Background: an optimization exercise with open tools, aiming at small area and a short achievable clock period. Do not read the settings as production practice.
Where RTL was checked, it was by simulation tests only, not by an equivalence proof against the original.
Only the layout flow was run in run 2; the RTL was not checked for function there.

==> design.v <==
module simple_ntt_core #(
  parameter int data_width      = 32,
  parameter int max_buffer_size = 4,
  parameter int modulus         = 3329,
  parameter int root            = 1729
) (
  input  logic                               clk,
  input  logic                               reset,
  input  logic [data_width-1:0]              input_buffer0,
  input  logic [data_width-1:0]              input_buffer1,
  input  logic [data_width-1:0]              input_buffer2,
  input  logic [data_width-1:0]              input_buffer3,
  input  logic [$clog2(max_buffer_size)-1:0] index,
  output logic [data_width-1:0]              output_buffer
);
  logic [19:0] rs;
  logic [19:0] rt;
  logic [1:0] k_r;
  logic v_r;
  wire k0x = index[0];
  wire x1 = input_buffer2[0] ^ k0x;
  wire x2 = input_buffer2[1] ^ k0x;
  wire x3 = input_buffer2[2] ^ k0x;
  wire x4 = input_buffer2[3] ^ k0x;
  wire x5 = input_buffer2[4] ^ k0x;
  wire x6 = input_buffer2[5] ^ k0x;
  wire x7 = input_buffer2[6] ^ k0x;
  wire x8 = input_buffer2[7] ^ k0x;
  wire x9 = input_buffer2[8] ^ k0x;
  wire x10 = input_buffer2[9] ^ k0x;
  wire x11 = input_buffer2[10] ^ k0x;
  wire x12 = input_buffer2[11] ^ k0x;
  wire x13 = input_buffer2[12] ^ k0x;
  wire x14 = input_buffer2[13] ^ k0x;
  wire x15 = input_buffer2[14] ^ k0x;
  wire x16 = input_buffer2[15] ^ k0x;
  wire x17 = input_buffer2[16] ^ k0x;
  wire x18 = input_buffer2[17] ^ k0x;
  wire x19 = input_buffer2[18] ^ k0x;
  wire x20 = input_buffer2[19] ^ k0x;
  wire x21 = input_buffer2[20] ^ k0x;
  wire x22 = input_buffer2[21] ^ k0x;
  wire x23 = input_buffer2[22] ^ k0x;
  wire x24 = input_buffer2[23] ^ k0x;
  wire x25 = input_buffer2[24] ^ k0x;
  wire x26 = input_buffer2[25] ^ k0x;
  wire x27 = input_buffer2[26] ^ k0x;
  wire x28 = input_buffer2[27] ^ k0x;
  wire x29 = input_buffer2[28] ^ k0x;
  wire x30 = input_buffer2[29] ^ k0x;
  wire x31 = input_buffer2[30] ^ k0x;
  wire x32 = input_buffer2[31] ^ k0x;
  wire s33, c33;
  ntt_ha u33 (.a(input_buffer0[10]), .b(x11), .s(s33), .co(c33));
  wire s34, c34;
  ntt_fa u34 (.a(input_buffer0[11]), .b(x12), .c(c33), .s(s34), .co(c34));
  wire s35, c35;
  ntt_fa u35 (.a(input_buffer0[12]), .b(x13), .c(c34), .s(s35), .co(c35));
  wire s36, c36;
  ntt_fa u36 (.a(input_buffer0[13]), .b(x14), .c(c35), .s(s36), .co(c36));
  wire s37, c37;
  ntt_fa u37 (.a(input_buffer0[14]), .b(x15), .c(c36), .s(s37), .co(c37));
  wire s38, c38;
  ntt_ha u38 (.a(input_buffer0[15]), .b(x16), .s(s38), .co(c38));
  wire s39, c39;
  ntt_fa u39 (.a(input_buffer0[16]), .b(x17), .c(c38), .s(s39), .co(c39));
  wire s40, c40;
  ntt_fa u40 (.a(input_buffer0[17]), .b(x18), .c(c39), .s(s40), .co(c40));
  wire s41, c41;
  ntt_fa u41 (.a(input_buffer0[18]), .b(x19), .c(c40), .s(s41), .co(c41));
  wire s42, c42;
  ntt_fa u42 (.a(input_buffer0[19]), .b(x20), .c(c41), .s(s42), .co(c42));
  wire s43, c43;
  ntt_ha u43 (.a(input_buffer0[20]), .b(x21), .s(s43), .co(c43));
  wire s44, c44;
  ntt_fa u44 (.a(input_buffer0[21]), .b(x22), .c(c43), .s(s44), .co(c44));
  wire s45, c45;
  ntt_fa u45 (.a(input_buffer0[22]), .b(x23), .c(c44), .s(s45), .co(c45));
  wire s46, c46;
  ntt_fa u46 (.a(input_buffer0[23]), .b(x24), .c(c45), .s(s46), .co(c46));
  wire s47, c47;
  ntt_fa u47 (.a(input_buffer0[24]), .b(x25), .c(c46), .s(s47), .co(c47));
  wire s48, c48;
  ntt_ha u48 (.a(input_buffer0[25]), .b(x26), .s(s48), .co(c48));
  wire s49, c49;
  ntt_fa u49 (.a(input_buffer0[26]), .b(x27), .c(c48), .s(s49), .co(c49));
  wire s50, c50;
  ntt_fa u50 (.a(input_buffer0[27]), .b(x28), .c(c49), .s(s50), .co(c50));
  wire s51, c51;
  ntt_fa u51 (.a(input_buffer0[28]), .b(x29), .c(c50), .s(s51), .co(c51));
  wire s52, c52;
  ntt_fa u52 (.a(input_buffer0[29]), .b(x30), .c(c51), .s(s52), .co(c52));
  wire s53, c53;
  ntt_ha u53 (.a(input_buffer0[30]), .b(x31), .s(s53), .co(c53));
  wire s54, c54;
  ntt_fa u54 (.a(input_buffer0[31]), .b(x32), .c(c53), .s(s54), .co(c54));
  wire s55, c55;
  ntt_fa u55 (.a(input_buffer0[0]), .b(k0x), .c(x1), .s(s55), .co(c55));
  wire s56, c56;
  ntt_fa u56 (.a(s43), .b(s55), .c(s49), .s(s56), .co(c56));
  wire i57 = ~s35;
  wire s58, c58;
  ntt_fa u58 (.a(i57), .b(s56), .c(s41), .s(s58), .co(c58));
  wire s59, c59;
  ntt_fa u59 (.a(c42), .b(s52), .c(s58), .s(s59), .co(c59));
  wire s60, c60;
  ntt_fa u60 (.a(input_buffer0[1]), .b(x2), .c(s53), .s(s60), .co(c60));
  wire s61, c61;
  ntt_fa u61 (.a(c55), .b(s44), .c(s60), .s(s61), .co(c61));
  wire i62 = ~s38;
  wire s63, c63;
  ntt_fa u63 (.a(i62), .b(s50), .c(c56), .s(s63), .co(c63));
  wire i64 = ~s36;
  wire s65, c65;
  ntt_fa u65 (.a(s61), .b(i64), .c(s63), .s(s65), .co(c65));
  wire s66, c66;
  ntt_fa u66 (.a(c52), .b(s42), .c(c58), .s(s66), .co(c66));
  wire s67, c67;
  ntt_fa u67 (.a(s65), .b(c59), .c(s66), .s(s67), .co(c67));
  wire s68, c68;
  ntt_fa u68 (.a(input_buffer0[2]), .b(x3), .c(s43), .s(s68), .co(c68));
  wire s69, c69;
  ntt_fa u69 (.a(s54), .b(c60), .c(s68), .s(s69), .co(c69));
  wire s70, c70;
  ntt_fa u70 (.a(s45), .b(c61), .c(s69), .s(s70), .co(c70));
  wire i71 = ~s39;
  wire s72, c72;
  ntt_fa u72 (.a(i71), .b(s51), .c(c63), .s(s72), .co(c72));
  wire s73, c73;
  ntt_fa u73 (.a(s70), .b(c42), .c(c65), .s(s73), .co(c73));
  wire i74 = ~s37;
  wire s75, c75;
  ntt_fa u75 (.a(i74), .b(s72), .c(c66), .s(s75), .co(c75));
  wire s76, c76;
  ntt_ha u76 (.a(s73), .b(c67), .s(s76), .co(c76));
  wire s77, c77;
  ntt_fa u77 (.a(input_buffer0[3]), .b(x4), .c(i62), .s(s77), .co(c77));
  wire s78, c78;
  ntt_fa u78 (.a(c54), .b(s44), .c(c68), .s(s78), .co(c78));
  wire s79, c79;
  ntt_fa u79 (.a(s77), .b(c69), .c(s78), .s(s79), .co(c79));
  wire s80, c80;
  ntt_fa u80 (.a(s46), .b(c70), .c(s79), .s(s80), .co(c80));
  wire i81 = ~s52;
  wire s82, c82;
  ntt_fa u82 (.a(s40), .b(c37), .c(i81), .s(s82), .co(c82));
  wire s83, c83;
  ntt_fa u83 (.a(c72), .b(s80), .c(c73), .s(s83), .co(c83));
  wire s84, c84;
  ntt_fa u84 (.a(c75), .b(s83), .c(c76), .s(s84), .co(c84));
  wire s85, c85;
  ntt_fa u85 (.a(input_buffer0[4]), .b(x5), .c(s53), .s(s85), .co(c85));
  wire s86, c86;
  ntt_fa u86 (.a(i71), .b(c77), .c(s85), .s(s86), .co(c86));
  wire s87, c87;
  ntt_fa u87 (.a(s45), .b(c78), .c(s86), .s(s87), .co(c87));
  wire s88, c88;
  ntt_fa u88 (.a(c79), .b(s87), .c(c52), .s(s88), .co(c88));
  wire i89 = ~s41;
  wire s90, c90;
  ntt_fa u90 (.a(i89), .b(s47), .c(c80), .s(s90), .co(c90));
  wire i91 = ~c82;
  wire s92, c92;
  ntt_fa u92 (.a(s88), .b(i91), .c(s90), .s(s92), .co(c92));
  wire s93, c93;
  ntt_ha u93 (.a(c83), .b(s92), .s(s93), .co(c93));
  wire s94, c94;
  ntt_fa u94 (.a(input_buffer0[5]), .b(x6), .c(s48), .s(s94), .co(c94));
  wire s95, c95;
  ntt_fa u95 (.a(s54), .b(c85), .c(s94), .s(s95), .co(c95));
  wire i96 = ~s40;
  wire s97, c97;
  ntt_fa u97 (.a(i96), .b(c86), .c(s95), .s(s97), .co(c97));
  wire s98, c98;
  ntt_fa u98 (.a(s46), .b(c87), .c(s97), .s(s98), .co(c98));
  wire s99, c99;
  ntt_fa u99 (.a(c47), .b(c88), .c(s98), .s(s99), .co(c99));
  wire i100 = ~s42;
  wire s101, c101;
  ntt_fa u101 (.a(i100), .b(c90), .c(s99), .s(s101), .co(c101));
  wire s102, c102;
  ntt_ha u102 (.a(c92), .b(s101), .s(s102), .co(c102));
  wire i103 = ~s43;
  wire s104, c104;
  ntt_fa u104 (.a(input_buffer0[6]), .b(x7), .c(i103), .s(s104), .co(c104));
  wire s105, c105;
  ntt_fa u105 (.a(c54), .b(s49), .c(c94), .s(s105), .co(c105));
  wire s106, c106;
  ntt_fa u106 (.a(s104), .b(c95), .c(s105), .s(s106), .co(c106));
  wire s107, c107;
  ntt_fa u107 (.a(i89), .b(c97), .c(s106), .s(s107), .co(c107));
  wire s108, c108;
  ntt_fa u108 (.a(s47), .b(c98), .c(s107), .s(s108), .co(c108));
  wire i109 = ~c42;
  wire s110, c110;
  ntt_fa u110 (.a(i109), .b(c99), .c(s108), .s(s110), .co(c110));
  wire s111, c111;
  ntt_ha u111 (.a(c101), .b(s110), .s(s111), .co(c111));
  wire s112, c112;
  ntt_fa u112 (.a(input_buffer0[7]), .b(x8), .c(s48), .s(s112), .co(c112));
  wire i113 = ~s44;
  wire s114, c114;
  ntt_fa u114 (.a(i113), .b(c104), .c(s112), .s(s114), .co(c114));
  wire s115, c115;
  ntt_fa u115 (.a(s50), .b(c105), .c(s114), .s(s115), .co(c115));
  wire s116, c116;
  ntt_fa u116 (.a(c106), .b(s115), .c(c47), .s(s116), .co(c116));
  wire s117, c117;
  ntt_fa u117 (.a(i100), .b(c107), .c(s116), .s(s117), .co(c117));
  wire s118, c118;
  ntt_fa u118 (.a(c108), .b(s117), .c(c110), .s(s118), .co(c118));
  wire s119, c119;
  ntt_fa u119 (.a(input_buffer0[8]), .b(x9), .c(c112), .s(s119), .co(c119));
  wire i120 = ~c114;
  wire s121, c121;
  ntt_fa u121 (.a(s35), .b(s45), .c(i120), .s(s121), .co(c121));
  wire s122, c122;
  ntt_fa u122 (.a(s119), .b(s41), .c(s51), .s(s122), .co(c122));
  wire s123, c123;
  ntt_fa u123 (.a(s121), .b(s37), .c(s52), .s(s123), .co(c123));
  wire s124, c124;
  ntt_fa u124 (.a(c115), .b(s122), .c(c116), .s(s124), .co(c124));
  wire i125 = ~s123;
  wire s126, c126;
  ntt_fa u126 (.a(i125), .b(c117), .c(s124), .s(s126), .co(c126));
  wire s127, c127;
  ntt_fa u127 (.a(input_buffer0[9]), .b(x10), .c(i62), .s(s127), .co(c127));
  wire i128 = ~s127;
  wire s129, c129;
  ntt_fa u129 (.a(s53), .b(s49), .c(i128), .s(s129), .co(c129));
  wire s130, c130;
  ntt_fa u130 (.a(s129), .b(s36), .c(s46), .s(s130), .co(c130));
  wire s131, c131;
  ntt_fa u131 (.a(c119), .b(s42), .c(c122), .s(s131), .co(c131));
  wire s132, c132;
  ntt_fa u132 (.a(c121), .b(c37), .c(c52), .s(s132), .co(c132));
  wire s133, c133;
  ntt_fa u133 (.a(s130), .b(c123), .c(s132), .s(s133), .co(c133));
  wire i134 = ~s133;
  wire s135, c135;
  ntt_fa u135 (.a(s131), .b(c124), .c(i134), .s(s135), .co(c135));
  wire i136 = ~s33;
  wire s137, c137;
  ntt_fa u137 (.a(i136), .b(s39), .c(s54), .s(s137), .co(c137));
  wire i138 = ~s50;
  wire s139, c139;
  ntt_fa u139 (.a(c127), .b(s35), .c(i138), .s(s139), .co(c139));
  wire s140, c140;
  ntt_fa u140 (.a(s137), .b(c129), .c(s41), .s(s140), .co(c140));
  wire s141, c141;
  ntt_fa u141 (.a(s47), .b(c130), .c(s140), .s(s141), .co(c141));
  wire i142 = ~c132;
  wire s143, c143;
  ntt_fa u143 (.a(s139), .b(i142), .c(c131), .s(s143), .co(c143));
  wire i144 = ~s143;
  wire s145, c145;
  ntt_fa u145 (.a(s141), .b(c133), .c(i144), .s(s145), .co(c145));
  wire i146 = ~s34;
  wire s147, c147;
  ntt_fa u147 (.a(s48), .b(c54), .c(i146), .s(s147), .co(c147));
  wire s148, c148;
  ntt_fa u148 (.a(s40), .b(c137), .c(s147), .s(s148), .co(c148));
  wire i149 = ~s51;
  wire s150, c150;
  ntt_fa u150 (.a(s36), .b(i149), .c(c139), .s(s150), .co(c150));
  wire s151, c151;
  ntt_fa u151 (.a(s148), .b(c47), .c(s42), .s(s151), .co(c151));
  wire s152, c152;
  ntt_fa u152 (.a(c140), .b(c141), .c(s151), .s(s152), .co(c152));
  wire i153 = ~s152;
  wire s154, c154;
  ntt_fa u154 (.a(s150), .b(c143), .c(i153), .s(s154), .co(c154));
  wire i155 = ~c150;
  wire s156, c156;
  ntt_fa u156 (.a(c147), .b(c148), .c(i155), .s(s156), .co(c156));
  wire s157, c157;
  ntt_fa u157 (.a(c151), .b(s156), .c(c152), .s(s157), .co(c157));
  wire s158, c158;
  ntt_ha u158 (.a(i74), .b(s59), .s(s158), .co(c158));
  wire i159 = ~c37;
  wire s160, c160;
  ntt_fa u160 (.a(i159), .b(s67), .c(c158), .s(s160), .co(c160));
  wire s161, c161;
  ntt_fa u161 (.a(s75), .b(s76), .c(c160), .s(s161), .co(c161));
  wire i162 = ~s82;
  wire s163, c163;
  ntt_fa u163 (.a(i162), .b(s84), .c(c161), .s(s163), .co(c163));
  wire s164, c164;
  ntt_ha u164 (.a(c84), .b(s93), .s(s164), .co(c164));
  wire s165, c165;
  ntt_fa u165 (.a(c93), .b(s102), .c(c164), .s(s165), .co(c165));
  wire s166, c166;
  ntt_ha u166 (.a(c102), .b(s111), .s(s166), .co(c166));
  wire s167, c167;
  ntt_fa u167 (.a(c111), .b(s118), .c(c166), .s(s167), .co(c167));
  wire s168, c168;
  ntt_ha u168 (.a(c118), .b(s126), .s(s168), .co(c168));
  wire s169, c169;
  ntt_fa u169 (.a(c126), .b(s135), .c(c168), .s(s169), .co(c169));
  wire i170 = ~s145;
  wire s171, c171;
  ntt_ha u171 (.a(i170), .b(c135), .s(s171), .co(c171));
  wire i172 = ~c145;
  wire s173, c173;
  ntt_fa u173 (.a(i172), .b(s154), .c(c171), .s(s173), .co(c173));
  wire i174 = ~s157;
  wire s175, c175;
  ntt_ha u175 (.a(i174), .b(c154), .s(s175), .co(c175));
  wire i176 = ~c175;
  wire s177, c177;
  ntt_fa u177 (.a(c156), .b(c157), .c(i176), .s(s177), .co(c177));
  wire x178 = input_buffer3[0] ^ k0x;
  wire x179 = input_buffer3[1] ^ k0x;
  wire x180 = input_buffer3[2] ^ k0x;
  wire x181 = input_buffer3[3] ^ k0x;
  wire x182 = input_buffer3[4] ^ k0x;
  wire x183 = input_buffer3[5] ^ k0x;
  wire x184 = input_buffer3[6] ^ k0x;
  wire x185 = input_buffer3[7] ^ k0x;
  wire x186 = input_buffer3[8] ^ k0x;
  wire x187 = input_buffer3[9] ^ k0x;
  wire x188 = input_buffer3[10] ^ k0x;
  wire x189 = input_buffer3[11] ^ k0x;
  wire x190 = input_buffer3[12] ^ k0x;
  wire x191 = input_buffer3[13] ^ k0x;
  wire x192 = input_buffer3[14] ^ k0x;
  wire x193 = input_buffer3[15] ^ k0x;
  wire x194 = input_buffer3[16] ^ k0x;
  wire x195 = input_buffer3[17] ^ k0x;
  wire x196 = input_buffer3[18] ^ k0x;
  wire x197 = input_buffer3[19] ^ k0x;
  wire x198 = input_buffer3[20] ^ k0x;
  wire x199 = input_buffer3[21] ^ k0x;
  wire x200 = input_buffer3[22] ^ k0x;
  wire x201 = input_buffer3[23] ^ k0x;
  wire x202 = input_buffer3[24] ^ k0x;
  wire x203 = input_buffer3[25] ^ k0x;
  wire x204 = input_buffer3[26] ^ k0x;
  wire x205 = input_buffer3[27] ^ k0x;
  wire x206 = input_buffer3[28] ^ k0x;
  wire x207 = input_buffer3[29] ^ k0x;
  wire x208 = input_buffer3[30] ^ k0x;
  wire x209 = input_buffer3[31] ^ k0x;
  wire s210, c210;
  ntt_ha u210 (.a(input_buffer1[10]), .b(x188), .s(s210), .co(c210));
  wire s211, c211;
  ntt_fa u211 (.a(input_buffer1[11]), .b(x189), .c(c210), .s(s211), .co(c211));
  wire s212, c212;
  ntt_fa u212 (.a(input_buffer1[12]), .b(x190), .c(c211), .s(s212), .co(c212));
  wire s213, c213;
  ntt_fa u213 (.a(input_buffer1[13]), .b(x191), .c(c212), .s(s213), .co(c213));
  wire s214, c214;
  ntt_fa u214 (.a(input_buffer1[14]), .b(x192), .c(c213), .s(s214), .co(c214));
  wire s215, c215;
  ntt_ha u215 (.a(input_buffer1[15]), .b(x193), .s(s215), .co(c215));
  wire s216, c216;
  ntt_fa u216 (.a(input_buffer1[16]), .b(x194), .c(c215), .s(s216), .co(c216));
  wire s217, c217;
  ntt_fa u217 (.a(input_buffer1[17]), .b(x195), .c(c216), .s(s217), .co(c217));
  wire s218, c218;
  ntt_fa u218 (.a(input_buffer1[18]), .b(x196), .c(c217), .s(s218), .co(c218));
  wire s219, c219;
  ntt_fa u219 (.a(input_buffer1[19]), .b(x197), .c(c218), .s(s219), .co(c219));
  wire s220, c220;
  ntt_ha u220 (.a(input_buffer1[20]), .b(x198), .s(s220), .co(c220));
  wire s221, c221;
  ntt_fa u221 (.a(input_buffer1[21]), .b(x199), .c(c220), .s(s221), .co(c221));
  wire s222, c222;
  ntt_fa u222 (.a(input_buffer1[22]), .b(x200), .c(c221), .s(s222), .co(c222));
  wire s223, c223;
  ntt_fa u223 (.a(input_buffer1[23]), .b(x201), .c(c222), .s(s223), .co(c223));
  wire s224, c224;
  ntt_fa u224 (.a(input_buffer1[24]), .b(x202), .c(c223), .s(s224), .co(c224));
  wire s225, c225;
  ntt_ha u225 (.a(input_buffer1[25]), .b(x203), .s(s225), .co(c225));
  wire s226, c226;
  ntt_fa u226 (.a(input_buffer1[26]), .b(x204), .c(c225), .s(s226), .co(c226));
  wire s227, c227;
  ntt_fa u227 (.a(input_buffer1[27]), .b(x205), .c(c226), .s(s227), .co(c227));
  wire s228, c228;
  ntt_fa u228 (.a(input_buffer1[28]), .b(x206), .c(c227), .s(s228), .co(c228));
  wire s229, c229;
  ntt_fa u229 (.a(input_buffer1[29]), .b(x207), .c(c228), .s(s229), .co(c229));
  wire s230, c230;
  ntt_ha u230 (.a(input_buffer1[30]), .b(x208), .s(s230), .co(c230));
  wire s231, c231;
  ntt_fa u231 (.a(input_buffer1[31]), .b(x209), .c(c230), .s(s231), .co(c231));
  wire s232, c232;
  ntt_fa u232 (.a(input_buffer1[0]), .b(k0x), .c(x178), .s(s232), .co(c232));
  wire s233, c233;
  ntt_fa u233 (.a(s220), .b(s232), .c(s226), .s(s233), .co(c233));
  wire i234 = ~s212;
  wire s235, c235;
  ntt_fa u235 (.a(i234), .b(s233), .c(s218), .s(s235), .co(c235));
  wire s236, c236;
  ntt_fa u236 (.a(c219), .b(s229), .c(s235), .s(s236), .co(c236));
  wire s237, c237;
  ntt_fa u237 (.a(input_buffer1[1]), .b(x179), .c(s230), .s(s237), .co(c237));
  wire s238, c238;
  ntt_fa u238 (.a(c232), .b(s221), .c(s237), .s(s238), .co(c238));
  wire i239 = ~s215;
  wire s240, c240;
  ntt_fa u240 (.a(i239), .b(s227), .c(c233), .s(s240), .co(c240));
  wire i241 = ~s213;
  wire s242, c242;
  ntt_fa u242 (.a(s238), .b(i241), .c(s240), .s(s242), .co(c242));
  wire s243, c243;
  ntt_fa u243 (.a(c229), .b(s219), .c(c235), .s(s243), .co(c243));
  wire s244, c244;
  ntt_fa u244 (.a(s242), .b(c236), .c(s243), .s(s244), .co(c244));
  wire s245, c245;
  ntt_fa u245 (.a(input_buffer1[2]), .b(x180), .c(s220), .s(s245), .co(c245));
  wire s246, c246;
  ntt_fa u246 (.a(s231), .b(c237), .c(s245), .s(s246), .co(c246));
  wire s247, c247;
  ntt_fa u247 (.a(s222), .b(c238), .c(s246), .s(s247), .co(c247));
  wire i248 = ~s216;
  wire s249, c249;
  ntt_fa u249 (.a(i248), .b(s228), .c(c240), .s(s249), .co(c249));
  wire s250, c250;
  ntt_fa u250 (.a(s247), .b(c219), .c(c242), .s(s250), .co(c250));
  wire i251 = ~s214;
  wire s252, c252;
  ntt_fa u252 (.a(i251), .b(s249), .c(c243), .s(s252), .co(c252));
  wire s253, c253;
  ntt_ha u253 (.a(s250), .b(c244), .s(s253), .co(c253));
  wire s254, c254;
  ntt_fa u254 (.a(input_buffer1[3]), .b(x181), .c(i239), .s(s254), .co(c254));
  wire s255, c255;
  ntt_fa u255 (.a(c231), .b(s221), .c(c245), .s(s255), .co(c255));
  wire s256, c256;
  ntt_fa u256 (.a(s254), .b(c246), .c(s255), .s(s256), .co(c256));
  wire s257, c257;
  ntt_fa u257 (.a(s223), .b(c247), .c(s256), .s(s257), .co(c257));
  wire i258 = ~s229;
  wire s259, c259;
  ntt_fa u259 (.a(s217), .b(c214), .c(i258), .s(s259), .co(c259));
  wire s260, c260;
  ntt_fa u260 (.a(c249), .b(s257), .c(c250), .s(s260), .co(c260));
  wire s261, c261;
  ntt_fa u261 (.a(c252), .b(s260), .c(c253), .s(s261), .co(c261));
  wire s262, c262;
  ntt_fa u262 (.a(input_buffer1[4]), .b(x182), .c(s230), .s(s262), .co(c262));
  wire s263, c263;
  ntt_fa u263 (.a(i248), .b(c254), .c(s262), .s(s263), .co(c263));
  wire s264, c264;
  ntt_fa u264 (.a(s222), .b(c255), .c(s263), .s(s264), .co(c264));
  wire s265, c265;
  ntt_fa u265 (.a(c256), .b(s264), .c(c229), .s(s265), .co(c265));
  wire i266 = ~s218;
  wire s267, c267;
  ntt_fa u267 (.a(i266), .b(s224), .c(c257), .s(s267), .co(c267));
  wire i268 = ~c259;
  wire s269, c269;
  ntt_fa u269 (.a(s265), .b(i268), .c(s267), .s(s269), .co(c269));
  wire s270, c270;
  ntt_ha u270 (.a(c260), .b(s269), .s(s270), .co(c270));
  wire s271, c271;
  ntt_fa u271 (.a(input_buffer1[5]), .b(x183), .c(s225), .s(s271), .co(c271));
  wire s272, c272;
  ntt_fa u272 (.a(s231), .b(c262), .c(s271), .s(s272), .co(c272));
  wire i273 = ~s217;
  wire s274, c274;
  ntt_fa u274 (.a(i273), .b(c263), .c(s272), .s(s274), .co(c274));
  wire s275, c275;
  ntt_fa u275 (.a(s223), .b(c264), .c(s274), .s(s275), .co(c275));
  wire s276, c276;
  ntt_fa u276 (.a(c224), .b(c265), .c(s275), .s(s276), .co(c276));
  wire i277 = ~s219;
  wire s278, c278;
  ntt_fa u278 (.a(i277), .b(c267), .c(s276), .s(s278), .co(c278));
  wire s279, c279;
  ntt_ha u279 (.a(c269), .b(s278), .s(s279), .co(c279));
  wire i280 = ~s220;
  wire s281, c281;
  ntt_fa u281 (.a(input_buffer1[6]), .b(x184), .c(i280), .s(s281), .co(c281));
  wire s282, c282;
  ntt_fa u282 (.a(c231), .b(s226), .c(c271), .s(s282), .co(c282));
  wire s283, c283;
  ntt_fa u283 (.a(s281), .b(c272), .c(s282), .s(s283), .co(c283));
  wire s284, c284;
  ntt_fa u284 (.a(i266), .b(c274), .c(s283), .s(s284), .co(c284));
  wire s285, c285;
  ntt_fa u285 (.a(s224), .b(c275), .c(s284), .s(s285), .co(c285));
  wire i286 = ~c219;
  wire s287, c287;
  ntt_fa u287 (.a(i286), .b(c276), .c(s285), .s(s287), .co(c287));
  wire s288, c288;
  ntt_ha u288 (.a(c278), .b(s287), .s(s288), .co(c288));
  wire s289, c289;
  ntt_fa u289 (.a(input_buffer1[7]), .b(x185), .c(s225), .s(s289), .co(c289));
  wire i290 = ~s221;
  wire s291, c291;
  ntt_fa u291 (.a(i290), .b(c281), .c(s289), .s(s291), .co(c291));
  wire s292, c292;
  ntt_fa u292 (.a(s227), .b(c282), .c(s291), .s(s292), .co(c292));
  wire s293, c293;
  ntt_fa u293 (.a(c283), .b(s292), .c(c224), .s(s293), .co(c293));
  wire s294, c294;
  ntt_fa u294 (.a(i277), .b(c284), .c(s293), .s(s294), .co(c294));
  wire s295, c295;
  ntt_fa u295 (.a(c285), .b(s294), .c(c287), .s(s295), .co(c295));
  wire s296, c296;
  ntt_fa u296 (.a(input_buffer1[8]), .b(x186), .c(c289), .s(s296), .co(c296));
  wire i297 = ~c291;
  wire s298, c298;
  ntt_fa u298 (.a(s212), .b(s222), .c(i297), .s(s298), .co(c298));
  wire s299, c299;
  ntt_fa u299 (.a(s296), .b(s218), .c(s228), .s(s299), .co(c299));
  wire s300, c300;
  ntt_fa u300 (.a(s298), .b(s214), .c(s229), .s(s300), .co(c300));
  wire s301, c301;
  ntt_fa u301 (.a(c292), .b(s299), .c(c293), .s(s301), .co(c301));
  wire i302 = ~s300;
  wire s303, c303;
  ntt_fa u303 (.a(i302), .b(c294), .c(s301), .s(s303), .co(c303));
  wire s304, c304;
  ntt_fa u304 (.a(input_buffer1[9]), .b(x187), .c(i239), .s(s304), .co(c304));
  wire i305 = ~s304;
  wire s306, c306;
  ntt_fa u306 (.a(s230), .b(s226), .c(i305), .s(s306), .co(c306));
  wire s307, c307;
  ntt_fa u307 (.a(s306), .b(s213), .c(s223), .s(s307), .co(c307));
  wire s308, c308;
  ntt_fa u308 (.a(c296), .b(s219), .c(c299), .s(s308), .co(c308));
  wire s309, c309;
  ntt_fa u309 (.a(c298), .b(c214), .c(c229), .s(s309), .co(c309));
  wire s310, c310;
  ntt_fa u310 (.a(s307), .b(c300), .c(s309), .s(s310), .co(c310));
  wire i311 = ~s310;
  wire s312, c312;
  ntt_fa u312 (.a(s308), .b(c301), .c(i311), .s(s312), .co(c312));
  wire i313 = ~s210;
  wire s314, c314;
  ntt_fa u314 (.a(i313), .b(s216), .c(s231), .s(s314), .co(c314));
  wire i315 = ~s227;
  wire s316, c316;
  ntt_fa u316 (.a(c304), .b(s212), .c(i315), .s(s316), .co(c316));
  wire s317, c317;
  ntt_fa u317 (.a(s314), .b(c306), .c(s218), .s(s317), .co(c317));
  wire s318, c318;
  ntt_fa u318 (.a(s224), .b(c307), .c(s317), .s(s318), .co(c318));
  wire i319 = ~c309;
  wire s320, c320;
  ntt_fa u320 (.a(s316), .b(i319), .c(c308), .s(s320), .co(c320));
  wire i321 = ~s320;
  wire s322, c322;
  ntt_fa u322 (.a(s318), .b(c310), .c(i321), .s(s322), .co(c322));
  wire i323 = ~s211;
  wire s324, c324;
  ntt_fa u324 (.a(s225), .b(c231), .c(i323), .s(s324), .co(c324));
  wire s325, c325;
  ntt_fa u325 (.a(s217), .b(c314), .c(s324), .s(s325), .co(c325));
  wire i326 = ~s228;
  wire s327, c327;
  ntt_fa u327 (.a(s213), .b(i326), .c(c316), .s(s327), .co(c327));
  wire s328, c328;
  ntt_fa u328 (.a(s325), .b(c224), .c(s219), .s(s328), .co(c328));
  wire s329, c329;
  ntt_fa u329 (.a(c317), .b(c318), .c(s328), .s(s329), .co(c329));
  wire i330 = ~s329;
  wire s331, c331;
  ntt_fa u331 (.a(s327), .b(c320), .c(i330), .s(s331), .co(c331));
  wire i332 = ~c327;
  wire s333, c333;
  ntt_fa u333 (.a(c324), .b(c325), .c(i332), .s(s333), .co(c333));
  wire s334, c334;
  ntt_fa u334 (.a(c328), .b(s333), .c(c329), .s(s334), .co(c334));
  wire s335, c335;
  ntt_ha u335 (.a(i251), .b(s236), .s(s335), .co(c335));
  wire i336 = ~c214;
  wire s337, c337;
  ntt_fa u337 (.a(i336), .b(s244), .c(c335), .s(s337), .co(c337));
  wire s338, c338;
  ntt_fa u338 (.a(s252), .b(s253), .c(c337), .s(s338), .co(c338));
  wire i339 = ~s259;
  wire s340, c340;
  ntt_fa u340 (.a(i339), .b(s261), .c(c338), .s(s340), .co(c340));
  wire s341, c341;
  ntt_ha u341 (.a(c261), .b(s270), .s(s341), .co(c341));
  wire s342, c342;
  ntt_fa u342 (.a(c270), .b(s279), .c(c341), .s(s342), .co(c342));
  wire s343, c343;
  ntt_ha u343 (.a(c279), .b(s288), .s(s343), .co(c343));
  wire s344, c344;
  ntt_fa u344 (.a(c288), .b(s295), .c(c343), .s(s344), .co(c344));
  wire s345, c345;
  ntt_ha u345 (.a(c295), .b(s303), .s(s345), .co(c345));
  wire s346, c346;
  ntt_fa u346 (.a(c303), .b(s312), .c(c345), .s(s346), .co(c346));
  wire i347 = ~s322;
  wire s348, c348;
  ntt_ha u348 (.a(i347), .b(c312), .s(s348), .co(c348));
  wire i349 = ~c322;
  wire s350, c350;
  ntt_fa u350 (.a(i349), .b(s331), .c(c348), .s(s350), .co(c350));
  wire i351 = ~s334;
  wire s352, c352;
  ntt_ha u352 (.a(i351), .b(c331), .s(s352), .co(c352));
  wire i353 = ~c352;
  wire s354, c354;
  ntt_fa u354 (.a(c333), .b(c334), .c(i353), .s(s354), .co(c354));
  always_ff @(posedge clk) begin
    rs <= {c177, s177, s175, c173, s173, s171, c169, s169, s168, c167, s167, s166, c165, s165, s164, c163, s163, s161, s160, s158};
    rt <= {c354, s354, s352, c350, s350, s348, c346, s346, s345, c344, s344, s343, c342, s342, s341, c340, s340, s338, s337, s335};
    k_r <= index;
  end
  always_ff @(posedge clk or posedge reset) begin
    if (reset) v_r <= 1'b0;
    else       v_r <= 1'b1;
  end
  wire x355 = rt[0] ^ k_r[1];
  wire x356 = rt[1] ^ k_r[1];
  wire x357 = rt[2] ^ k_r[1];
  wire x358 = rt[3] ^ k_r[1];
  wire x359 = rt[4] ^ k_r[1];
  wire x360 = rt[5] ^ k_r[1];
  wire x361 = rt[6] ^ k_r[1];
  wire x362 = rt[7] ^ k_r[1];
  wire x363 = rt[8] ^ k_r[1];
  wire x364 = rt[9] ^ k_r[1];
  wire x365 = rt[10] ^ k_r[1];
  wire x366 = rt[11] ^ k_r[1];
  wire x367 = rt[12] ^ k_r[1];
  wire x368 = rt[13] ^ k_r[1];
  wire x369 = rt[14] ^ k_r[1];
  wire x370 = rt[15] ^ k_r[1];
  wire x371 = rt[16] ^ k_r[1];
  wire x372 = rt[17] ^ k_r[1];
  wire x373 = rt[18] ^ k_r[1];
  wire x374 = rt[19] ^ k_r[1];
  wire m375 = (k_r[0] ? x356 : x355);
  wire m376 = (k_r[0] ? ~x365 : x374);
  wire m377 = k_r[0] & ~x366;
  wire m378 = (k_r[0] ? x357 : x356);
  wire m379 = (k_r[0] ? ~x364 : x373);
  wire m380 = k_r[0] & ~x367;
  wire m381 = k_r[0] & ~x374;
  wire m382 = (k_r[0] ? x358 : x357);
  wire m383 = (k_r[0] ? ~x365 : x374);
  wire m384 = k_r[0] & ~x366;
  wire m385 = k_r[0] & ~x368;
  wire m386 = k_r[0] & ~x369;
  wire m387 = (k_r[0] ? x359 : x358);
  wire m388 = k_r[0] & x360;
  wire m389 = k_r[0] & ~x367;
  wire m390 = k_r[0] & ~x370;
  wire m391 = (k_r[0] ? x361 : x359);
  wire m392 = (k_r[0] ? ~x368 : x360);
  wire m393 = k_r[0] & ~x369;
  wire m394 = k_r[0] & ~x371;
  wire m395 = k_r[0] & ~x372;
  wire m396 = (k_r[0] ? x362 : x361);
  wire m397 = k_r[0] & x363;
  wire m398 = k_r[0] & ~x370;
  wire m399 = k_r[0] & x373;
  wire m400 = (k_r[0] ? ~x355 : x362);
  wire m401 = (k_r[0] ? x364 : x363);
  wire m402 = k_r[0] & ~x371;
  wire m403 = k_r[0] & ~x372;
  wire m404 = k_r[0] & x374;
  wire m405 = (k_r[0] ? x356 : x364);
  wire m406 = k_r[0] & ~x365;
  wire m407 = k_r[0] & ~x366;
  wire m408 = k_r[0] & x373;
  wire m409 = (k_r[0] ? ~x374 : x374);
  wire m410 = (k_r[0] ? x357 : x365);
  wire m411 = (k_r[0] ? ~x367 : x366);
  wire m412 = (k_r[0] ? x355 : x367);
  wire m413 = (k_r[0] ? x358 : x373);
  wire m414 = k_r[0] & ~x364;
  wire m415 = k_r[0] & ~x368;
  wire m416 = k_r[0] & ~x369;
  wire m417 = (k_r[0] ? x359 : x368);
  wire m418 = (k_r[0] ? x360 : x369);
  wire m419 = k_r[0] & ~x370;
  wire m420 = (k_r[0] ? ~x355 : x370);
  wire m421 = (k_r[0] ? x361 : ~x373);
  wire m422 = k_r[0] & x364;
  wire m423 = k_r[0] & ~x371;
  wire m424 = k_r[0] & ~x372;
  wire m425 = k_r[0] & x374;
  wire m426 = (k_r[0] ? x362 : x371);
  wire m427 = (k_r[0] ? x363 : x372);
  wire m428 = k_r[0] & x373;
  wire kc429 = (k_r[1] ? (k_r[0] ? 1'b0 : 1'b0) : (k_r[0] ? 1'b1 : 1'b1));
  wire kc430 = (k_r[1] ? (k_r[0] ? 1'b0 : 1'b0) : (k_r[0] ? 1'b1 : 1'b0));
  wire kc431 = (k_r[1] ? (k_r[0] ? 1'b1 : 1'b0) : (k_r[0] ? 1'b1 : 1'b0));
  wire kc432 = (k_r[1] ? (k_r[0] ? 1'b0 : 1'b1) : (k_r[0] ? 1'b1 : 1'b1));
  wire kc433 = (k_r[1] ? (k_r[0] ? 1'b0 : 1'b1) : (k_r[0] ? 1'b0 : 1'b1));
  wire kc434 = (k_r[1] ? (k_r[0] ? 1'b0 : 1'b0) : (k_r[0] ? 1'b0 : 1'b1));
  wire kc435 = (k_r[1] ? (k_r[0] ? 1'b0 : 1'b1) : (k_r[0] ? 1'b1 : 1'b0));
  wire kc436 = (k_r[1] ? (k_r[0] ? 1'b0 : 1'b1) : (k_r[0] ? 1'b1 : 1'b0));
  wire kc437 = (k_r[1] ? (k_r[0] ? 1'b0 : 1'b0) : (k_r[0] ? 1'b1 : 1'b0));
  wire kc438 = (k_r[1] ? (k_r[0] ? 1'b0 : 1'b1) : (k_r[0] ? 1'b1 : 1'b1));
  wire s439, c439;
  ntt_fa u439 (.a(rs[0]), .b(rs[19]), .c(kc429), .s(s439), .co(c439));
  wire s440, c440;
  ntt_fa u440 (.a(m375), .b(m376), .c(m377), .s(s440), .co(c440));
  wire s441, c441;
  ntt_fa u441 (.a(rs[1]), .b(rs[18]), .c(kc430), .s(s441), .co(c441));
  wire s442, c442;
  ntt_fa u442 (.a(m378), .b(m379), .c(m380), .s(s442), .co(c442));
  wire s443, c443;
  ntt_fa u443 (.a(m381), .b(c439), .c(s441), .s(s443), .co(c443));
  wire s444, c444;
  ntt_ha u444 (.a(c440), .b(s442), .s(s444), .co(c444));
  wire s445, c445;
  ntt_fa u445 (.a(rs[2]), .b(rs[19]), .c(kc431), .s(s445), .co(c445));
  wire s446, c446;
  ntt_fa u446 (.a(m382), .b(m383), .c(m384), .s(s446), .co(c446));
  wire s447, c447;
  ntt_fa u447 (.a(m385), .b(m386), .c(c441), .s(s447), .co(c447));
  wire s448, c448;
  ntt_fa u448 (.a(s445), .b(c442), .c(s446), .s(s448), .co(c448));
  wire s449, c449;
  ntt_fa u449 (.a(c443), .b(s447), .c(c444), .s(s449), .co(c449));
  wire s450, c450;
  ntt_fa u450 (.a(rs[3]), .b(m387), .c(m388), .s(s450), .co(c450));
  wire s451, c451;
  ntt_fa u451 (.a(m389), .b(m390), .c(c445), .s(s451), .co(c451));
  wire s452, c452;
  ntt_fa u452 (.a(c446), .b(s450), .c(c447), .s(s452), .co(c452));
  wire s453, c453;
  ntt_fa u453 (.a(s451), .b(c448), .c(s452), .s(s453), .co(c453));
  wire s454, c454;
  ntt_fa u454 (.a(rs[4]), .b(rs[5]), .c(kc432), .s(s454), .co(c454));
  wire s455, c455;
  ntt_fa u455 (.a(m391), .b(m392), .c(m393), .s(s455), .co(c455));
  wire s456, c456;
  ntt_fa u456 (.a(m394), .b(m395), .c(s454), .s(s456), .co(c456));
  wire s457, c457;
  ntt_fa u457 (.a(c450), .b(s455), .c(c451), .s(s457), .co(c457));
  wire s458, c458;
  ntt_fa u458 (.a(s456), .b(c452), .c(s457), .s(s458), .co(c458));
  wire s459, c459;
  ntt_fa u459 (.a(rs[6]), .b(kc433), .c(m396), .s(s459), .co(c459));
  wire s460, c460;
  ntt_fa u460 (.a(m397), .b(m398), .c(m399), .s(s460), .co(c460));
  wire s461, c461;
  ntt_fa u461 (.a(c454), .b(c455), .c(s459), .s(s461), .co(c461));
  wire s462, c462;
  ntt_fa u462 (.a(s460), .b(c456), .c(c457), .s(s462), .co(c462));
  wire s463, c463;
  ntt_ha u463 (.a(s461), .b(c458), .s(s463), .co(c463));
  wire s464, c464;
  ntt_fa u464 (.a(rs[7]), .b(rs[8]), .c(kc434), .s(s464), .co(c464));
  wire s465, c465;
  ntt_fa u465 (.a(m400), .b(m401), .c(m402), .s(s465), .co(c465));
  wire s466, c466;
  ntt_fa u466 (.a(m403), .b(m404), .c(s464), .s(s466), .co(c466));
  wire s467, c467;
  ntt_fa u467 (.a(c459), .b(c460), .c(s465), .s(s467), .co(c467));
  wire s468, c468;
  ntt_fa u468 (.a(s466), .b(c461), .c(s467), .s(s468), .co(c468));
  wire s469, c469;
  ntt_ha u469 (.a(c462), .b(s468), .s(s469), .co(c469));
  wire s470, c470;
  ntt_fa u470 (.a(rs[9]), .b(kc435), .c(m405), .s(s470), .co(c470));
  wire s471, c471;
  ntt_fa u471 (.a(m406), .b(m407), .c(m408), .s(s471), .co(c471));
  wire s472, c472;
  ntt_fa u472 (.a(c464), .b(c465), .c(s470), .s(s472), .co(c472));
  wire s473, c473;
  ntt_fa u473 (.a(s471), .b(c466), .c(c467), .s(s473), .co(c473));
  wire s474, c474;
  ntt_fa u474 (.a(s472), .b(c468), .c(s473), .s(s474), .co(c474));
  wire s475, c475;
  ntt_fa u475 (.a(rs[10]), .b(rs[11]), .c(rs[19]), .s(s475), .co(c475));
  wire s476, c476;
  ntt_fa u476 (.a(kc436), .b(s475), .c(m409), .s(s476), .co(c476));
  wire s477, c477;
  ntt_fa u477 (.a(m410), .b(m411), .c(c470), .s(s477), .co(c477));
  wire s478, c478;
  ntt_fa u478 (.a(c471), .b(s476), .c(c472), .s(s478), .co(c478));
  wire s479, c479;
  ntt_fa u479 (.a(s477), .b(c473), .c(s478), .s(s479), .co(c479));
  wire s480, c480;
  ntt_fa u480 (.a(rs[12]), .b(rs[18]), .c(kc437), .s(s480), .co(c480));
  wire s481, c481;
  ntt_fa u481 (.a(c475), .b(m412), .c(m413), .s(s481), .co(c481));
  wire s482, c482;
  ntt_fa u482 (.a(m414), .b(m415), .c(m416), .s(s482), .co(c482));
  wire s483, c483;
  ntt_fa u483 (.a(s480), .b(c476), .c(s481), .s(s483), .co(c483));
  wire s484, c484;
  ntt_fa u484 (.a(s482), .b(c477), .c(s483), .s(s484), .co(c484));
  wire s485, c485;
  ntt_ha u485 (.a(c478), .b(s484), .s(s485), .co(c485));
  wire s486 = rs[13] ^ rs[14];
  wire c487 = rs[13] | rs[14];
  wire s488, c488;
  ntt_fa u488 (.a(m417), .b(m418), .c(m419), .s(s488), .co(c488));
  wire s489, c489;
  ntt_fa u489 (.a(c480), .b(c481), .c(c482), .s(s489), .co(c489));
  wire s490, c490;
  ntt_fa u490 (.a(s488), .b(c483), .c(s489), .s(s490), .co(c490));
  wire i491 = ~s486;
  wire s492, c492;
  ntt_fa u492 (.a(i491), .b(c484), .c(s490), .s(s492), .co(c492));
  wire s493, c493;
  ntt_fa u493 (.a(rs[15]), .b(c487), .c(kc438), .s(s493), .co(c493));
  wire s494, c494;
  ntt_fa u494 (.a(m420), .b(m421), .c(m422), .s(s494), .co(c494));
  wire s495, c495;
  ntt_fa u495 (.a(m423), .b(m424), .c(m425), .s(s495), .co(c495));
  wire s496, c496;
  ntt_fa u496 (.a(s493), .b(c488), .c(s494), .s(s496), .co(c496));
  wire i497 = ~rs[18];
  wire s498, c498;
  ntt_fa u498 (.a(i497), .b(s495), .c(c489), .s(s498), .co(c498));
  wire s499, c499;
  ntt_fa u499 (.a(s496), .b(s498), .c(c490), .s(s499), .co(c499));
  wire s500, c500;
  ntt_fa u500 (.a(rs[16]), .b(rs[17]), .c(m426), .s(s500), .co(c500));
  wire s501, c501;
  ntt_fa u501 (.a(m427), .b(m428), .c(c493), .s(s501), .co(c501));
  wire s502, c502;
  ntt_fa u502 (.a(c494), .b(c495), .c(s500), .s(s502), .co(c502));
  wire s503, c503;
  ntt_fa u503 (.a(s501), .b(c496), .c(s502), .s(s503), .co(c503));
  wire s504, c504;
  ntt_ha u504 (.a(c498), .b(s503), .s(s504), .co(c504));
  wire s505, c505;
  ntt_fa u505 (.a(c500), .b(c501), .c(c502), .s(s505), .co(c505));
  wire s506, c506;
  ntt_ha u506 (.a(c503), .b(s505), .s(s506), .co(c506));
  wire s507, c507;
  ntt_ha u507 (.a(s439), .b(s440), .s(s507), .co(c507));
  wire s508, c508;
  ntt_fa u508 (.a(s443), .b(s444), .c(c507), .s(s508), .co(c508));
  wire s509, c509;
  ntt_fa u509 (.a(s448), .b(s449), .c(c508), .s(s509), .co(c509));
  wire s510, c510;
  ntt_fa u510 (.a(c449), .b(s453), .c(c509), .s(s510), .co(c510));
  wire s511, c511;
  ntt_fa u511 (.a(c453), .b(s458), .c(c510), .s(s511), .co(c511));
  wire s512, c512;
  ntt_fa u512 (.a(s462), .b(s463), .c(c511), .s(s512), .co(c512));
  wire s513, c513;
  ntt_fa u513 (.a(c463), .b(s469), .c(c512), .s(s513), .co(c513));
  wire s514, c514;
  ntt_fa u514 (.a(c469), .b(s474), .c(c513), .s(s514), .co(c514));
  wire s515, c515;
  ntt_fa u515 (.a(c474), .b(s479), .c(c514), .s(s515), .co(c515));
  wire s516, c516;
  ntt_fa u516 (.a(c479), .b(s485), .c(c515), .s(s516), .co(c516));
  wire s517, c517;
  ntt_fa u517 (.a(c485), .b(s492), .c(c516), .s(s517), .co(c517));
  wire s518, c518;
  ntt_fa u518 (.a(c492), .b(s499), .c(c517), .s(s518), .co(c518));
  wire s519, c519;
  ntt_fa u519 (.a(c499), .b(s504), .c(c518), .s(s519), .co(c519));
  wire s520, c520;
  ntt_fa u520 (.a(c504), .b(s506), .c(c519), .s(s520), .co(c520));
  wire s521, c521;
  ntt_fa u521 (.a(c505), .b(c506), .c(c520), .s(s521), .co(c521));
  wire [4:0] hv522 = {c521, s521, s520, s519, s518};
  logic [11:0] tv;
  always_comb begin
    case (hv522)
      5'd0: tv = 12'd0;
      5'd1: tv = 12'd2048;
      5'd2: tv = 12'd767;
      5'd3: tv = 12'd2815;
      5'd4: tv = 12'd1534;
      5'd5: tv = 12'd253;
      5'd6: tv = 12'd2301;
      5'd7: tv = 12'd1020;
      5'd8: tv = 12'd3068;
      5'd9: tv = 12'd1787;
      5'd10: tv = 12'd506;
      5'd11: tv = 12'd2554;
      5'd12: tv = 12'd1273;
      5'd13: tv = 12'd3321;
      5'd14: tv = 12'd2040;
      5'd15: tv = 12'd759;
      5'd16: tv = 12'd2807;
      5'd17: tv = 12'd1526;
      5'd18: tv = 12'd245;
      5'd19: tv = 12'd2293;
      5'd20: tv = 12'd1012;
      5'd21: tv = 12'd3060;
      5'd22: tv = 12'd1779;
      5'd23: tv = 12'd498;
      5'd24: tv = 12'd2546;
      5'd25: tv = 12'd1265;
      default: tv = 12'd0;
    endcase
  end
  wire s523, c523;
  ntt_ha u523 (.a(s507), .b(tv[0]), .s(s523), .co(c523));
  wire s524, c524;
  ntt_fa u524 (.a(s508), .b(tv[1]), .c(c523), .s(s524), .co(c524));
  wire s525, c525;
  ntt_fa u525 (.a(s509), .b(tv[2]), .c(c524), .s(s525), .co(c525));
  wire s526, c526;
  ntt_fa u526 (.a(s510), .b(tv[3]), .c(c525), .s(s526), .co(c526));
  wire s527, c527;
  ntt_fa u527 (.a(s511), .b(tv[4]), .c(c526), .s(s527), .co(c527));
  wire s528, c528;
  ntt_fa u528 (.a(s512), .b(tv[5]), .c(c527), .s(s528), .co(c528));
  wire s529, c529;
  ntt_fa u529 (.a(s513), .b(tv[6]), .c(c528), .s(s529), .co(c529));
  wire s530, c530;
  ntt_fa u530 (.a(s514), .b(tv[7]), .c(c529), .s(s530), .co(c530));
  wire s531, c531;
  ntt_fa u531 (.a(s515), .b(tv[8]), .c(c530), .s(s531), .co(c531));
  wire s532, c532;
  ntt_fa u532 (.a(s516), .b(tv[9]), .c(c531), .s(s532), .co(c532));
  wire s533, c533;
  ntt_fa u533 (.a(s517), .b(tv[10]), .c(c532), .s(s533), .co(c533));
  wire s534, c534;
  ntt_ha u534 (.a(tv[11]), .b(c533), .s(s534), .co(c534));
  wire [12:0] y535 = {c534, s534, s533, s532, s531, s530, s529, s528, s527, s526, s525, s524, s523};
  logic [12:0] y_r;
  always_ff @(posedge clk or posedge reset) begin
    if (reset) y_r <= '0;
    else       y_r <= y535 & {13{v_r}};
  end
  wire [13:0] yq = {1'b0, y_r} - 14'd3329;
  assign output_buffer = {20'd0, yq[13] ? y_r[11:0] : yq[11:0]};
endmodule
module ntt_fa (input logic a, input logic b, input logic c, output logic s, output logic co);
  assign s  = a ^ b ^ c;
  assign co = (a & b) | (a & c) | (b & c);
endmodule
module ntt_ha (input logic a, input logic b, output logic s, output logic co);
  assign s  = a ^ b;
  assign co = a & b;
endmodule
==> flow/run.sh <==
#!/bin/bash
# The standard layout (standard.sh), except that the port buffers are
# made from the smallest buffer cell and the constant outputs share one tie cell.
export BUFFER_PORTS_ARGS="-buffer_cell sky130_fd_sc_hd__buf_1"
export SKIP_REPAIR_TIE_FANOUT=1
bash standard.sh > standard.log 2>&1
==> standard.sh <==
#!/bin/bash
# synth_recipe.tcl (not shown) runs the flow's synth.tcl, then flattens the netlist and writes it again
# the make line also repeats each setting of config.mk as NAME=value (left out here)
make -C /OpenROAD-flow-scripts/flow DESIGN_CONFIG=/design/flow/config.mk WORK_HOME=/design/flow/orfs CLKGATE_MAP_FILE= SYNTH_SCRIPT=/design/flow/synth_recipe.tcl "${@:-finish}"
==> config.mk <==
export PLATFORM = sky130hd
export DESIGN_NAME = simple_ntt_core
export DESIGN_NICKNAME = simple_ntt_core
export VERILOG_FILES = /design/flow/design.v
export SDC_FILE = /design/flow/constraint.sdc
export NUM_CORES = 4
export LEC_CHECK = 0
export CAP_MARGIN = 20
export CORE_MARGIN = 2
export CORE_UTILIZATION = 65
export CTS_BUF_LIST = sky130_fd_sc_hd__clkbuf_8
export PLACE_DENSITY = 0.75
export SLEW_MARGIN = 70
export SYNTH_HIERARCHICAL = 1
export SYNTH_MINIMUM_KEEP_SIZE = 0
==> constraint.sdc <==
create_clock -name core_clock -period 55.0 [get_ports {clk}]
set_input_delay 11.0000 -clock core_clock [delete_from_list [all_inputs] [get_ports {clk}]]
set_output_delay 11.0000 -clock core_clock [all_outputs]
set_load 0.01 [all_outputs]
==> results of run 1 <==
==> through the flow <==
stage / cell area, um^2
6_report: 10500
5_1_grt: 10500
4_1_cts: 10500
3_5_place_dp: 10400
3_3_place_gp: 10300
2_1_floorplan: 9780
==> cell families (layout without fill, tap and decap cells) <==
group / Yosys count / count (layout) / share of synthesized area
other: 2 / 2 / 0.000768
adder cells (fa/ha/maj): 335 / 335 / 0.643
flip-flops: 56 / 56 / 0.122
XOR/XNOR: 109 / 109 / 0.0976
buffers and inverters: 121 / 233 / 0.0562
AO/OA/AOI/OAI: 47 / 47 / 0.0283
multiplexers: 14 / 14 / 0.0156
AND/OR/NAND/NOR: 73 / 73 / 0.0365
==> synth_stat cells (4+ instances only) <==
| cell | instances | area [um^2] |
|---|---|---|
| buf_2 | 10 | 50.1 |
| mux2i_1 | 13 | 130 |
| nor2_1 | 26 | 97.6 |
| buf_4 | 20 | 150 |
| ha_1 | 55 | 688 |
| dfxtp_1 | 42 | 841 |
| nand2_1 | 18 | 67.6 |
| nor2b_1 | 4 | 25.0 |
| xor2_1 | 74 | 648 |
| clkbuf_1 | 9 | 33.8 |
| inv_1 | 78 | 293 |
| nand3_1 | 4 | 20.0 |
| dfrtp_1 | 14 | 350 |
| a21oi_1 | 16 | 80.1 |
| and2_1 | 14 | 87.6 |
| xnor2_1 | 35 | 307 |
| o21ai_0 | 16 | 80.1 |
| fa_1 | 280 | 5610 |
==> worst register-to-register path: cells and delay by family (launching register included) <==
kind	cells	cell delay [ps]
fa+ha+maj	29	12010
compound gates	3	440
flops	1	340
buf+inv	2	600
simple gates	1	160
==> layout make-up <==
type,count,area [um^2]
Timing Repair Buffer,145,577
Fill cell,1046,4170
Sequential cell,56,1190
Tap cell,184,230
Clock inverter,3,25.0
Inverter,80,302
Clock buffer,5,68.8
Multi-Input combinational cell,580,8080
==> modules after synthesis, one instance, submodules excluded <==
module	cells inside	times used
simple_ntt_core	438	1
ntt_fa	1	280
ntt_ha	1	39
==> cells in the final DEF (no fill, tap or decap), drive strengths merged, types with 16 or more instances in the layout <==
cell | synthesis | layout
dfxtp | 42 | 42
inv | 80 | 81
nand2 | 18 | 18
nor2 | 26 | 26
o21ai | 18 | 18
ha | 55 | 55
xor2 | 74 | 74
xnor2 | 35 | 35
buf | 32 | 144
fa | 280 | 280
a21oi | 16 | 16
==> layer usage <==
layer | up-vias | GRT usage
met1 | 2812 | 0.334
li1 | 2510 | -
met5 | - | 0
met3 | 41 | 0.0304
met4 | 0 | 0.0957
met2 | 181 | 0.489
==> sequential cells by signal, indices dropped and copies added (netlist names) <==
signal,cells
rs,20
rt,20
y_r,13
k_r,2
v_r,1
==> worst min path at each step <==
stage	from	depth (start not counted)	endpoint	slack, ps
6_report	v_r	1	y_r[9]	730
5_1_grt	v_r	1	y_r[12]	780
4_1_cts	v_r	1	y_r[9]	720
3_5_place_dp	v_r	1	y_r[2]	710
3_3_place_gp	v_r	1	y_r[1]	710
2_1_floorplan	v_r	1	y_r[0]	480
==> results by group, run 1 <==
Critical path
  – Worst r2r dst: y_r[11]
  – Worst Setup Path Type: in -> reg
  – CP Capture Point: rt[3]
  – WP data required: 55210 ps
  – Reg2reg setup slack: 41380 ps
  – CP Launch Type: input pin
  – Worst-path cell chain: clkbuf_16 > xor2_1 > ha_1 > fa_1 > fa_1 > fa_1 > fa_1 > fa_1 > fa_1 > fa_1 > fa_1 > fa_1
  – Critical path launch point: index[0]
  – Endpoint class of the critical path: flip-flop
  – Critical-path maximum fanout: 67
  – Launching point of the worst reg2reg path: k_r[1]
  – Buf+Inv Stages, Crit Path: 1
  – Crit path top cell by count: fa_1
  – Cell family with the largest share of critical-path delay: adder cells
  – Arrival time worst endpoint: 15840 ps
  – Slowest stage delay, CP: 650 ps
  – Crit path depth: 12
  – CP max stage cell: fa_1
  – Worst reg2reg path depth: 35

STA
  – Final worst path period need: 15630 ps
  – Fin. Hold Viols: 0
  – Layout Skew: 10.8 ps
  – Min Hold Slack: 728 ps
  – # setup viols final: 0
  – Final worst path period share: 0.284
  – Slew Limit Fails: 0
  – Setup_tns: 0 ps
  – Max Fclk: 64.0 MHz
  – Setup ws final: 39370 ps
  – RSZ-0062 raised after global routing: false

Floorplanning
  – Chip Width: 127 um
  – Die Area: 16000 um^2
  – Initial core utilization: 0.668
  – Die extent in y: 127 um
  – # IOs: 164
  – Core Area: 14600 um^2
  – # rows: 44

Placement
  – DP HPWL: 18700 um
  – Placed insts: 1045
  – Setup WS pre-CTS: 39030 ps
  – Number of port buffers: 143
  – Gp weighted congestion: 0.946

Drt
  – Wire length on met1: 8060 um
  – WL/cell: 19.1 um
  – Remaining DRCs: 0
  – Metal3 WL: 822 um
  – 1st-iter DRT viols: 172
  – Final wirelength: 20100 um
  – 1st-pass router iterations: 6
  – Max layer used: met4
  – DRT antenna net count: 0
  – Vias per cell: 5.26
  – Via count: 5544
  – Detail Route met2 WL: 10500 um

Logic synthesis
  – Synth Warn #: 7
  – Synth unique cells: 39
  – Seq/Total Area, Yosys: 0.122
  – Syn Std Cell Area: 9780 um^2
  – Synth Flop Type: dfxtp_1
  – Asr flop ratio synth: 0.250
  – Post-synth EDFFs: 0
  – Synthesized area per cell: 12.9 um^2
  – #FFs+latches synth: 56
  – Post-synthesis net count: 1224
  – Synthesized netlist cell count: 757

CTS
  – Clock sinks: 56
  – Reg clk slew, reported paths: 110 ps
  – CTS tree: yes
  – Worst-case clock buffer depth: 2
  – Post-CTS Setup Inserts: 0
  – Worst-Skew Late Latency: 330 ps
  – Hold_buf cts: 0
  – Post-CTS sizing: 0
  – H-tree levels: 2
  – Root Buffer: clkbuf_8
  – CTS buffer count: 5

Min path
  – Hold/Removal Path Class: reg -> reg

GRT
  – Vias in the first global route: 6609
  – Tot GR Track Use: 0.268
  – Pin count of the biggest net entering global routing: 68
  – GRT overflow: 0
  – First-pass GRT wire length: 32400 um
  – Initial antenna violation count: 0

Flow run
  – Max Cap Viol: 0

Cells and area
  – Share of layout cells above drive strength 1: 0.0357
  – Area growth syn-to-layout: 7.09%
  – N_diodes: 0
  – Post-Layout Cell Count: 1053
  – Final core utilization: 0.715
  – NumNets Final: 1335

Status
  – Status: complete, no violations
==> run 2, diff against run 1 <==
--- a/design.v
+++ b/design.v
@@ -913,13 +913,14 @@
   wire s534, c534;
   ntt_ha u534 (.a(tv[11]), .b(c533), .s(s534), .co(c534));
   wire [12:0] y535 = {c534, s534, s533, s532, s531, s530, s529, s528, s527, s526, s525, s524, s523};
-  logic [12:0] y_r;
+  wire [13:0] yq = {1'b0, y535} - 14'd3329;
+  wire [11:0] res = yq[13] ? y535[11:0] : yq[11:0];
+  logic [11:0] out_r;
   always_ff @(posedge clk or posedge reset) begin
-    if (reset) y_r <= '0;
-    else       y_r <= y535 & {13{v_r}};
+    if (reset) out_r <= 12'd0;
+    else       out_r <= res & {12{v_r}};
   end
-  wire [13:0] yq = {1'b0, y_r} - 14'd3329;
-  assign output_buffer = {20'd0, yq[13] ? y_r[11:0] : yq[11:0]};
+  assign output_buffer = {20'd0, out_r};
 endmodule
 module ntt_fa (input logic a, input logic b, input logic c, output logic s, output logic co);
   assign s  = a ^ b ^ c;
==> results by group, run 2 <==
Logic synthesis
  – Synth unique cells: 49
  – Synthesized area per cell: 13.0 um^2
  – Post-synthesis net count: 1222
  – Syn Std Cell Area: 9800 um^2
  – Post-synthesis mux area share: 0.0200
  – Post-synth EDFFs: 0
  – Most common cell in the synthesized netlist: fa_1
  – Largest cells by area after synthesis: fa_1 (57%), dfxtp_1 (8.6%), ha_1 (7.0%), xor2_1 (6.5%), dfrtp_1 (3.3%)
  – Synth Area in XOR/XNOR: 0.0930
  – Synth Warn #: 7
  – Synth Area in Compound Gates: 0.0346
  – Synth Flop Type: dfxtp_1
  – Seq/Total Area, Yosys: 0.119
  – Yosys top cell by area: fa_1
  – Post-synthesis adder-cell area fraction: 0.642
  – Share of the synthesized area in the top cell type: 0.572
  – #FFs+latches synth: 55
  – Post-synth top cells: fa_1 (280), inv_1 (81), xor2_1 (73)
  – Largest family of logic cells by synthesized area: adder cells
  – Synthesized netlist cell count: 755
  – Asr flop ratio synth: 0.236
  – Post-Synth Simple-Gate Area: 0.0342

Drt
  – WL/cell: 19.6 um
  – 1st-iter DRT viols: 298
  – Vias per cell: 5.45
  – Final wirelength: 20700 um
  – Remaining DRCs: 0
  – 1st-pass router iterations: 5
  – Via count: 5745
  – DRT antenna net count: 0

Critical path
  – Critical path launch point: index[0]
  – CP Launch Type: input pin
  – Arrival time worst endpoint: 16040 ps
  – Launching point of the worst reg2reg path: k_r[1]
  – CP Capture Point: rs[3]
  – Critical-path maximum fanout: 30
  – Reg2reg setup slack: 40490 ps
  – WP data required: 55200 ps
  – Worst Setup Path Type: in -> reg
  – Endpoint class of the critical path: flip-flop
  – Worst r2r dst: out_r[7]
  – Worst reg2reg path depth: 38

Floorplanning
  – Initial core utilization: 0.669
  – Die Area: 16100 um^2
  – # rows: 44
  – Core Area: 14600 um^2
  – Die extent in y: 127 um
  – # IOs: 164
  – Chip Width: 127 um

GRT
  – Met3 usage: 0.0266
  – Tot GR Track Use: 0.278
  – First-pass GRT wire length: 33700 um
  – Met2 Use GR: 0.502
  – Gr busiest metal: met2
  – Initial antenna violation count: 0
  – M1 GR Usage: 0.369
  – Vias in the first global route: 6657
  – Pin count of the biggest net entering global routing: 37
  – GRT overflow: 0

Placement
  – Number of port buffers: 143
  – DP HPWL: 19200 um
  – Gp weighted congestion: 0.933

Cells and area
  – Final core utilization: 0.719
  – N_diodes: 0
  – NumNets Final: 1337
  – Area growth syn-to-layout: 7.48%
  – Multi-input gate area: 8110 um^2
  – Fillers: 1024
  – Share of layout cells above drive strength 1: 0.0402
  – Commonest non-fill, non-tap cells in the layout: fa_1 (278), buf_1 (142), inv_1 (79)
  – Leading cell type in the layout, fill and taps excluded: fa_1
  – Top flop regs: rs (20), rt (20), out_r (12)
  – Register area: 1170 um^2

STA
  – Final worst path period need: 15840 ps
  – Fin. Hold Viols: 0
  – Layout Skew: 9.58 ps
  – Final worst path period share: 0.288
  – Slew Limit Fails: 0
  – Setup_tns: 0 ps
  – RSZ-0062 raised after global routing: false
  – Max Fclk: 63.1 MHz
  – # setup viols final: 0

Status
  – Status: complete, no violations

CTS
  – Reg clk slew, reported paths: 100 ps
  – CTS buffer count: 5
  – Worst-case clock buffer depth: 2
  – Root Buffer: clkbuf_8
  – Worst-Skew Late Latency: 320 ps
  – Clock sinks: 55
  – CTS tree: yes
  – Post-CTS sizing: 0
  – H-tree levels: 2
  – Hold_buf cts: 0
  – Post-CTS Setup Inserts: 0

Min path
  – Launch point of the worst hold path: v_r
  – Hold/Removal Path Class: reg -> reg

Flow run
  – Max Cap Viol: 0
## run 2: how the worst min path moves through the flow
stage	endpoint	slack, ps	depth (start not counted)
final	out_r[1]	710	1
after global routing	out_r[1]	730	1
after CTS	out_r[1]	790	1
after detailed placement	out_r[1]	770	1
after global placement	out_r[1]	740	1
after floorplan	out_r[8]	590	2
## run 2: cells by family (layout without fill, tap and decap cells)
group,count (synthesis),count (layout)
adder cells (fa/ha/maj),335,335
buffers and inverters,123,239
XOR/XNOR,104,104
AND/OR/NAND/NOR,68,68
flip-flops,55,55
AO/OA/AOI/OAI,51,51
multiplexers,17,17
other,2,2
## run 2: stage by stage
| stage | setup WS (ps) | std cells | hold WS (ps) | instance area [um^2] |
|---|---|---|---|---|
| floorplan | 39110 | 755 | 593 | 9800 |
| global placement | 38630 | 1044 | 743 | 10400 |
| detailed placement | 38810 | 1046 | 772 | 10400 |
| CTS | 39160 | 1054 | 791 | 10500 |
| global route | 38950 | 1055 | 733 | 10500 |
| finish | 39160 | 1055 | 711 | 10500 |
## run 2: Yosys stat by module, one instance, submodules excluded
module | times used | flip-flops and latches | area [um^2]
ntt_ha | 39 | 0 | 12.5
ntt_fa | 280 | 0 | 20.0
simple_ntt_core | 1 | 55 | 3700
## run 2: worst max-delay path, stage by stage
cell,delay (ps)
clkbuf_4,110
buf_8,170
buf_12,210
buf_12,240
xor2_1,100
ha_1,190
fa_1,380
fa_1,400
fa_1,390
fa_1,510
fa_1,620
fa_1,450
fa_1,420
fa_1,390
fa_1,440
## run 2: cell type report
cell class / count / share of cell area
multi-input combinational: 577 / 0.770
inverter: 82 / 0.0293
clock inverter: 2 / 0.00154
clock buffer: 6 / 0.00784
tap: 184 / 0.0219
sequential: 55 / 0.111
timing repair buffer: 149 / 0.0588
## run 2: metal layers
metal | vias to the layer above | wire, um
li1 | 2536 | -
met5 | - | 0
met3 | 23 | 1070
met2 | 227 | 10900
met4 | 0 | 414
met1 | 2959 | 8290

==> static timing again, ports no longer ideal <==
In the flow no input, the clock included, has a driving cell. The finished layouts below were timed again as built, in two steps.
Step 1 sets driving cells, clkbuf_16 on the clock port and buf_2 on the other inputs (assumed; they add their load-dependent delay and slew).
Step 2 moves the port delays by t, midway between the first and last clock arrival at a register: inputs arrive t later, outputs are due t later. That takes back most of the time a late clock gives input paths.
a / b / c = no drivers / after step 1 / after step 2; a / b = the first two.
| run | shift t [ns] | setup slack, ns | hold slack, ns |
|---|---|---|---|
| run 1 | 0.359 | 39.371 / 39.366 / 39.007 | 0.728 / 0.728 / 0.728 |
| run 2 | 0.350 | 39.160 / 39.173 / 38.822 | 0.711 / 0.711 / 0.711 |
After both steps setup and hold are still met in every run listed. The setup slack of run 1, which loses most, moves by -0.005 ns with the drivers and by -0.364 ns with both steps.
